Background: an optimization exercise with open tools, aiming at small area and a short achievable clock period. Do not read the settings as production practice.
RTL that was checked went through simulation tests only; none was proved equivalent to the original.

==> flow/design.v <==
package mdu_pkg;
  typedef enum logic [3:0] {
    MDU_MULT  = 4'd1,
    MDU_MULTU = 4'd2,
    MDU_DIV   = 4'd3,
    MDU_DIVU  = 4'd4,
    MDU_MTHI  = 4'd5,
    MDU_MTLO  = 4'd6
  } mdu_op_e;
  typedef enum logic {
    S_IDLE = 1'b0,
    S_RUN  = 1'b1
  } mdu_state_e;
  localparam int unsigned MULT_CYCLES_DEF = 5;
  localparam int unsigned DIV_CYCLES_DEF  = 10;
endpackage
module mdu_booth_row (
  input  logic        ext_i,     
  input  logic        cin_i,     
  input  logic [32:0] acc_i,
  input  logic [32:0] m_i,
  input  logic [2:0]  y_i,
  output logic [32:0] acc_o,
  output logic [1:0]  p_o,
  output logic        c33_o      
);
  logic        neg, one, two;
  logic [34:0] a, mx, mx2, b, s;
  assign neg = y_i[2];
  assign one = y_i[1] ^ y_i[0];
  assign two = (y_i[2] & ~y_i[1] & ~y_i[0]) | (~y_i[2] & y_i[1] & y_i[0]);
  assign a   = {ext_i, ext_i, acc_i};
  assign mx  = {m_i[32], m_i[32], m_i};
  assign mx2 = {m_i[32], m_i, 1'b0};
  assign b   = (({35{one}} & mx) | ({35{two}} & mx2)) ^ {35{neg}};
  genvar k;
  generate
    for (k = 0; k < 35; k++) begin : g_fa
      logic ci, co;
      if (k == 0) begin : g_first
        assign ci = neg | cin_i;
      end else begin : g_next
        assign ci = g_fa[k-1].co;
      end
      assign s[k] = a[k] ^ b[k] ^ ci;
      assign co   = (a[k] & b[k]) | (a[k] & ci) | (b[k] & ci);
    end
  endgenerate
  assign acc_o = s[34:2];
  assign p_o   = s[1:0];
  assign c33_o = g_fa[32].co;
endmodule
module mdu_booth_step (
  input  logic [32:0] acc_i,
  input  logic [32:0] m_i,
  input  logic [6:0]  y_i,
  input  logic        sel_i,
  input  logic [32:0] acc2_i,
  input  logic        cin2_i,
  output logic [34:0] s2_o,
  output logic        c33_o,     
  output logic [32:0] acc_o,
  output logic [5:0]  p_o
);
  logic [32:0] a1, a2, b2;
  logic        c33_0, c33_1;
  assign b2 = ({33{sel_i}} & acc2_i) | ({33{~sel_i}} & a2);
  mdu_booth_row u_r0 (.ext_i(acc_i[32]), .cin_i(1'b0), .acc_i(acc_i), .m_i(m_i), .y_i(y_i[2:0]), .acc_o(a1), .p_o(p_o[1:0]), .c33_o(c33_0));
  mdu_booth_row u_r1 (.ext_i(a1[32]), .cin_i(1'b0), .acc_i(a1), .m_i(m_i), .y_i(y_i[4:2]), .acc_o(a2), .p_o(p_o[3:2]), .c33_o(c33_1));
  mdu_booth_row u_r2 (.ext_i(a2[32] & ~sel_i), .cin_i(cin2_i), .acc_i(b2), .m_i(m_i), .y_i(y_i[6:4]), .acc_o(acc_o), .p_o(p_o[5:4]), .c33_o(c33_o));
  assign s2_o = {acc_o, p_o[5:4]};
endmodule
module mdu_div_row (
  input  logic [31:0] r_i,
  input  logic        d_i,
  input  logic [31:0] x_i,
  input  logic        cin_i,
  output logic [31:0] r_o,
  output logic        q_o
);
  logic [32:0] p, t;
  assign p = {r_i, d_i};
  genvar k;
  generate
    for (k = 0; k < 32; k++) begin : g_fa
      logic ci, co;
      if (k == 0) begin : g_first
        assign ci = cin_i;
      end else begin : g_next
        assign ci = g_fa[k-1].co;
      end
      assign t[k] = p[k] ^ x_i[k] ^ ci;
      assign co   = (p[k] & x_i[k]) | (p[k] & ci) | (x_i[k] & ci);
    end
  endgenerate
  assign t[32] = ~(p[32] ^ g_fa[31].co);
  assign q_o = p[32] | g_fa[31].co;
  assign r_o = ({32{q_o}} & t[31:0]) | ({32{~q_o}} & p[31:0]);
endmodule
module mdu_div_step (
  input  logic [31:0] r_i,
  input  logic [2:0]  d_i,
  input  logic [31:0] x_i,
  input  logic        cin_i,
  output logic [31:0] r_o,
  output logic [2:0]  q_o
);
  logic [31:0] r1, r2;
  mdu_div_row u_r0 (.r_i(r_i), .d_i(d_i[2]), .x_i(x_i), .cin_i(cin_i), .r_o(r1),  .q_o(q_o[2]));
  mdu_div_row u_r1 (.r_i(r1),  .d_i(d_i[1]), .x_i(x_i), .cin_i(cin_i), .r_o(r2),  .q_o(q_o[1]));
  mdu_div_row u_r2 (.r_i(r2),  .d_i(d_i[0]), .x_i(x_i), .cin_i(cin_i), .r_o(r_o), .q_o(q_o[0]));
endmodule
module mdu_cneg (
  input  logic        en_i,
  input  logic [31:0] x_i,
  output logic [31:0] y_o
);
  genvar k;
  generate
    for (k = 0; k < 32; k++) begin : g_bit
      logic any_o;
      if (k == 0) begin : g_first
        assign y_o[k] = x_i[k];
        assign any_o  = x_i[k];
      end else begin : g_next
        assign y_o[k] = x_i[k] ^ (en_i & g_bit[k-1].any_o);
        assign any_o  = g_bit[k-1].any_o | x_i[k];
      end
    end
  endgenerate
endmodule
module mdu_ctrl #(
  parameter int unsigned MULT_CYCLES = mdu_pkg::MULT_CYCLES_DEF,
  parameter int unsigned DIV_CYCLES  = mdu_pkg::DIV_CYCLES_DEF
) (
  input  logic        clk,
  input  logic        reset,
  input  logic        start,
  input  logic [3:0]  op,
  input  logic [31:0] rs,
  input  logic [31:0] rt,
  input  logic        out_sel,
  input  logic        flush,
  output logic        busy,
  output logic [31:0] out
);
  logic        busy_q;
  logic [3:0]  cnt_q;
  logic        div_q;      
  logic        smul_q;     
  logic        aneg_q;     
  logic        cin_q;      
  logic        yprev_q;    
  logic [31:0] x_q;        
  logic        wr_q;       
  logic [32:0] a_q;        
  logic [31:0] q_q;        
  logic [31:0] hi_q, lo_q;
  logic        op_mul, op_div, op_smul, op_sdiv, accept;
  logic        qneg;
  logic        aneg, bneg;
  logic        last, fin, hold, mmode;
  logic [32:0] x_d, acc_in, acc_o;
  logic [34:0] s2;
  logic        dsel, c33;
  logic [6:0]  y_in;
  logic [5:0]  p_o;
  logic        dq3;
  logic [31:0] r3, r4;
  logic [2:0]  dq_o;
  logic        neg_en, nsel_rs, nsel_x, nsel_q;
  logic [31:0] neg_in, neg_out;
  assign op_mul  = (op == mdu_pkg::MDU_MULT) || (op == mdu_pkg::MDU_MULTU);
  assign op_div  = (op == mdu_pkg::MDU_DIV)  || (op == mdu_pkg::MDU_DIVU);
  assign op_smul = (op == mdu_pkg::MDU_MULT);
  assign op_sdiv = (op == mdu_pkg::MDU_DIV);
  assign accept  = start & ~flush & ~busy_q;
  assign aneg    = op_sdiv & rs[31];
  assign bneg    = op_sdiv & rt[31];
  assign last  = (cnt_q == 4'(MULT_CYCLES - 1));
  assign fin   = busy_q & (div_q ? (cnt_q == 4'(DIV_CYCLES - 1)) : last);
  assign hold  = cnt_q[3];
  assign mmode = busy_q ? ~div_q : ~op_div;
  assign x_d = busy_q ? {div_q | (smul_q & x_q[31]), x_q}
             : {op_div | (op_smul & rt[31]), rt ^ {32{op_div & ~bneg}}};
  assign qneg = aneg_q ^ ~cin_q;
  mdu_div_step u_div (
    .r_i   (a_q[31:0]),
    .d_i   (q_q[31:29]),
    .x_i   (x_q),
    .cin_i (cin_q),
    .r_o   (r3),
    .q_o   (dq_o)
  );
  assign dsel   = busy_q & div_q;
  assign acc_in = busy_q ? a_q : 33'd0;
  assign y_in   = ~busy_q ? {rs[5:0] & {6{~op_div}}, 1'b0}
                : div_q ? 7'b0010000
                : last ? {{4{smul_q & q_q[1]}}, q_q[1:0], yprev_q}
                : {q_q[5:0], yprev_q};
  mdu_booth_step u_mul (
    .acc_i (acc_in),
    .m_i   (x_d),
    .y_i   (y_in),
    .sel_i (dsel),
    .acc2_i({r3, q_q[28]}),
    .cin2_i(dsel & cin_q),
    .s2_o  (s2),
    .c33_o (c33),
    .acc_o (acc_o),
    .p_o   (p_o)
  );
  assign dq3 = c33;
  assign r4  = ({32{dq3}} & s2[31:0]) | ({32{~dq3}} & {r3[30:0], q_q[28]});
  assign nsel_rs = ~reset & ~busy_q;
  assign nsel_x  = ~reset & busy_q & div_q & cnt_q[0];
  assign nsel_q  = ~reset & busy_q & ~(div_q & cnt_q[0]);
  assign neg_in  = ({32{nsel_rs}} & rs) | ({32{nsel_x}} & x_q) | ({32{nsel_q}} & q_q);
  assign neg_en = ~busy_q ? aneg : (cnt_q[0] ? aneg_q : qneg);
  mdu_cneg u_neg (.en_i(neg_en), .x_i(neg_in), .y_o(neg_out));
  always_ff @(posedge clk) begin
    if (busy_q && div_q && hold && !cnt_q[0]) begin
      x_q <= a_q[31:0];
    end else begin
      x_q <= x_d[31:0];
    end
    if (!busy_q) begin
      cnt_q   <= 4'd0;
      div_q   <= op_div;
      smul_q  <= op_smul;
      aneg_q  <= aneg;
      wr_q    <= (rt != 32'd0);
      cin_q   <= ~bneg;
    end else begin
      cnt_q   <= cnt_q + 4'd1;
    end
    yprev_q <= busy_q ? q_q[5] : rs[5];
    if (!busy_q || !div_q) begin
      a_q <= acc_o;
    end else begin
      a_q <= {acc_o[32], r4};    
    end
    if (mmode) begin
      q_q <= {p_o, neg_out[31:6]};
    end else if (busy_q && !hold) begin
      q_q <= {q_q[27:0], dq_o, dq3};
    end else begin
      q_q <= neg_out;
    end
  end
  always_ff @(posedge clk) begin
    if (reset) begin
      busy_q <= 1'b0;
    end else if (!busy_q) begin
      busy_q <= accept & (op_mul | op_div);
    end else if (fin) begin
      busy_q <= 1'b0;
    end
  end
  always_ff @(posedge clk) begin
    if (reset || (!busy_q && accept && op == mdu_pkg::MDU_MTHI) ||
        (fin && div_q && wr_q)) begin
      hi_q <= neg_out;
    end else if (fin && !div_q) begin
      hi_q <= {acc_o[27:0], p_o[5:2]};
    end
    if (reset || (!busy_q && accept && op == mdu_pkg::MDU_MTLO)) begin
      lo_q <= neg_out;
    end else if (fin && !div_q) begin
      lo_q <= {p_o[1:0], q_q[31:2]};
    end else if (fin && wr_q) begin
      lo_q <= q_q;
    end
  end
  assign out  = out_sel ? lo_q : hi_q;
  assign busy = busy_q;
endmodule
==> flow/config.mk <==
export PLATFORM = sky130hd
export DESIGN_NAME = mdu_ctrl
export DESIGN_NICKNAME = mdu_ctrl
export VERILOG_FILES = /design/flow/design.v
export SDC_FILE = /design/flow/constraint.sdc
export NUM_CORES = 4
export LEC_CHECK = 0
export ABC_AREA = 1
export CAP_MARGIN = 20
export CORE_MARGIN = 2
export CORE_UTILIZATION = 40
export SLEW_MARGIN = 20
==> flow/constraint.sdc <==
create_clock -name core_clock -period 150.0 [get_ports {clk}]
set_input_delay 30.0000 -clock core_clock [delete_from_list [all_inputs] [get_ports {clk}]]
set_output_delay 30.0000 -clock core_clock [all_outputs]
set_load 0.01 [all_outputs]
standard.sh (not shown) runs the stock make flow with config.mk's settings and CLKGATE_MAP_FILE= SYNTH_SCRIPT=/design/flow/synth_recipe.tcl, a recipe that flattens the netlist after the stock synthesis.
==> flow/flow/run.sh <==
#!/bin/bash
# Layout flow: the standard flow (standard.sh) with these changes:
#  - synthesis maps with flow/abc_area.script, an area-oriented ABC script,
#  - synthesis skips Yosys's early generic ABC pass (SYNTH_ARGS=-noabc), so
#    the full adders written in the RTL reach extract_fa as written,
#  - the port buffers are buf_1 cells,
#  - clock tree synthesis uses clkbuf_4/clkbuf_8, larger sink clusters and no
#    dummy loads.
# Every tool's output stays in the ORFS logs under orfs/logs; make's own output
# goes to flow_make.log.
set -euo pipefail
rm -rf scripts_local
cp -r "$FLOW_HOME/scripts" scripts_local
cp flow/abc_area.script scripts_local/abc_area.script
bash standard.sh SCRIPTS_DIR="$PWD/scripts_local" SYNTH_ARGS=-noabc \
  "BUFFER_PORTS_ARGS=-buffer_cell sky130_fd_sc_hd__buf_1" \
  "CTS_ARGS=-sink_clustering_enable -repair_clock_nets -dont_use_dummy_load -buf_list {sky130_fd_sc_hd__clkbuf_4 sky130_fd_sc_hd__clkbuf_8} -sink_clustering_size 30 -sink_clustering_max_diameter 100" \
  finish > flow_make.log 2>&1
==> flow/flow/abc_area.script <==
strash
&get -n
&st
&dch
&nf -R 1000
&put
strash
dch
amap
strash
dch
amap
Next try:
--- a/flow/design.v
+++ b/flow/design.v
@@ -20,10 +20,9 @@
   input  logic [32:0] acc_i,
   input  logic [32:0] m_i,
   input  logic [2:0]  y_i,
   output logic [32:0] acc_o,
-  output logic [1:0]  p_o,
-  output logic        c33_o      
+  output logic [1:0]  p_o
 );
   logic        neg, one, two;
   logic [34:0] a, mx, mx2, b, s;
   assign neg = y_i[2];
@@ -47,9 +46,8 @@
     end
   endgenerate
   assign acc_o = s[34:2];
   assign p_o   = s[1:0];
-  assign c33_o = g_fa[32].co;
 endmodule
 module mdu_booth_step (
   input  logic [32:0] acc_i,
   input  logic [32:0] m_i,
@@ -57,18 +55,16 @@
   input  logic        sel_i,
   input  logic [32:0] acc2_i,
   input  logic        cin2_i,
   output logic [34:0] s2_o,
-  output logic        c33_o,     
   output logic [32:0] acc_o,
   output logic [5:0]  p_o
 );
   logic [32:0] a1, a2, b2;
-  logic        c33_0, c33_1;
   assign b2 = ({33{sel_i}} & acc2_i) | ({33{~sel_i}} & a2);
-  mdu_booth_row u_r0 (.ext_i(acc_i[32]), .cin_i(1'b0), .acc_i(acc_i), .m_i(m_i), .y_i(y_i[2:0]), .acc_o(a1), .p_o(p_o[1:0]), .c33_o(c33_0));
-  mdu_booth_row u_r1 (.ext_i(a1[32]), .cin_i(1'b0), .acc_i(a1), .m_i(m_i), .y_i(y_i[4:2]), .acc_o(a2), .p_o(p_o[3:2]), .c33_o(c33_1));
-  mdu_booth_row u_r2 (.ext_i(a2[32] & ~sel_i), .cin_i(cin2_i), .acc_i(b2), .m_i(m_i), .y_i(y_i[6:4]), .acc_o(acc_o), .p_o(p_o[5:4]), .c33_o(c33_o));
+  mdu_booth_row u_r0 (.ext_i(acc_i[32]), .cin_i(1'b0), .acc_i(acc_i), .m_i(m_i), .y_i(y_i[2:0]), .acc_o(a1), .p_o(p_o[1:0]));
+  mdu_booth_row u_r1 (.ext_i(a1[32]), .cin_i(1'b0), .acc_i(a1), .m_i(m_i), .y_i(y_i[4:2]), .acc_o(a2), .p_o(p_o[3:2]));
+  mdu_booth_row u_r2 (.ext_i(a2[32] & ~sel_i), .cin_i(cin2_i), .acc_i(b2), .m_i(m_i), .y_i(y_i[6:4]), .acc_o(acc_o), .p_o(p_o[5:4]));
   assign s2_o = {acc_o, p_o[5:4]};
 endmodule
 module mdu_div_row (
   input  logic [31:0] r_i,
@@ -161,9 +157,9 @@
   logic        aneg, bneg;
   logic        last, fin, hold, mmode;
   logic [32:0] x_d, acc_in, acc_o;
   logic [34:0] s2;
-  logic        dsel, c33;
+  logic        dsel;
   logic [6:0]  y_in;
   logic [5:0]  p_o;
   logic        dq3;
   logic [31:0] r3, r4;
@@ -205,13 +201,12 @@
     .sel_i (dsel),
     .acc2_i({r3, q_q[28]}),
     .cin2_i(dsel & cin_q),
     .s2_o  (s2),
-    .c33_o (c33),
     .acc_o (acc_o),
     .p_o   (p_o)
   );
-  assign dq3 = c33;
+  assign dq3 = ~s2[33];
   assign r4  = ({32{dq3}} & s2[31:0]) | ({32{~dq3}} & {r3[30:0], q_q[28]});
   assign nsel_rs = ~reset & ~busy_q;
   assign nsel_x  = ~reset & busy_q & div_q & cnt_q[0];
   assign nsel_q  = ~reset & busy_q & ~(div_q & cnt_q[0]);
- wire length came out higher by 0.96%
- utilization hardly moves
- setup slack degrades by 1.1 ns
- count of clock-buffer cells in the layout does not change
- register-to-register slack degrades by 2.0 ns
- die area is about the same
- via count came out lower by 0.89%
- global-route usage came out higher by 0.12 points
- design area stays flat
Only the layout flow was run in the second run of this note; the RTL was not checked for function there.

-- afterwards: timing with drivers on the ports --
In the flow no input, the clock included, has a driving cell. The finished layouts below were timed again as built, in two steps. Step 1, drivers: a clkbuf_16 drives clk and a buf_2 each remaining input, both assumed. Step 2 also shifts input and output timing later by t, the mid clock arrival at the registers, as if the neighbouring blocks saw the same clock. a / b / c = ideal / step 1 / step 2; a / b = the first two.
run	t (ns)	setup WS [ns]	worst hold slack (ns)	worst register clock-pin slew, ns
the first run	0.545	88.209 / 88.179 / 88.179	0.513 / 0.513 / 0.513	0.10 / 0.10
the second run	0.547	87.129 / 87.129 / 87.129	0.507 / 0.507 / 0.507	0.11 / 0.11
After both steps setup and hold are still met in every run listed. The setup slack of the first run, which loses most, moves by -0.030 ns with the drivers and by -0.030 ns with both steps.
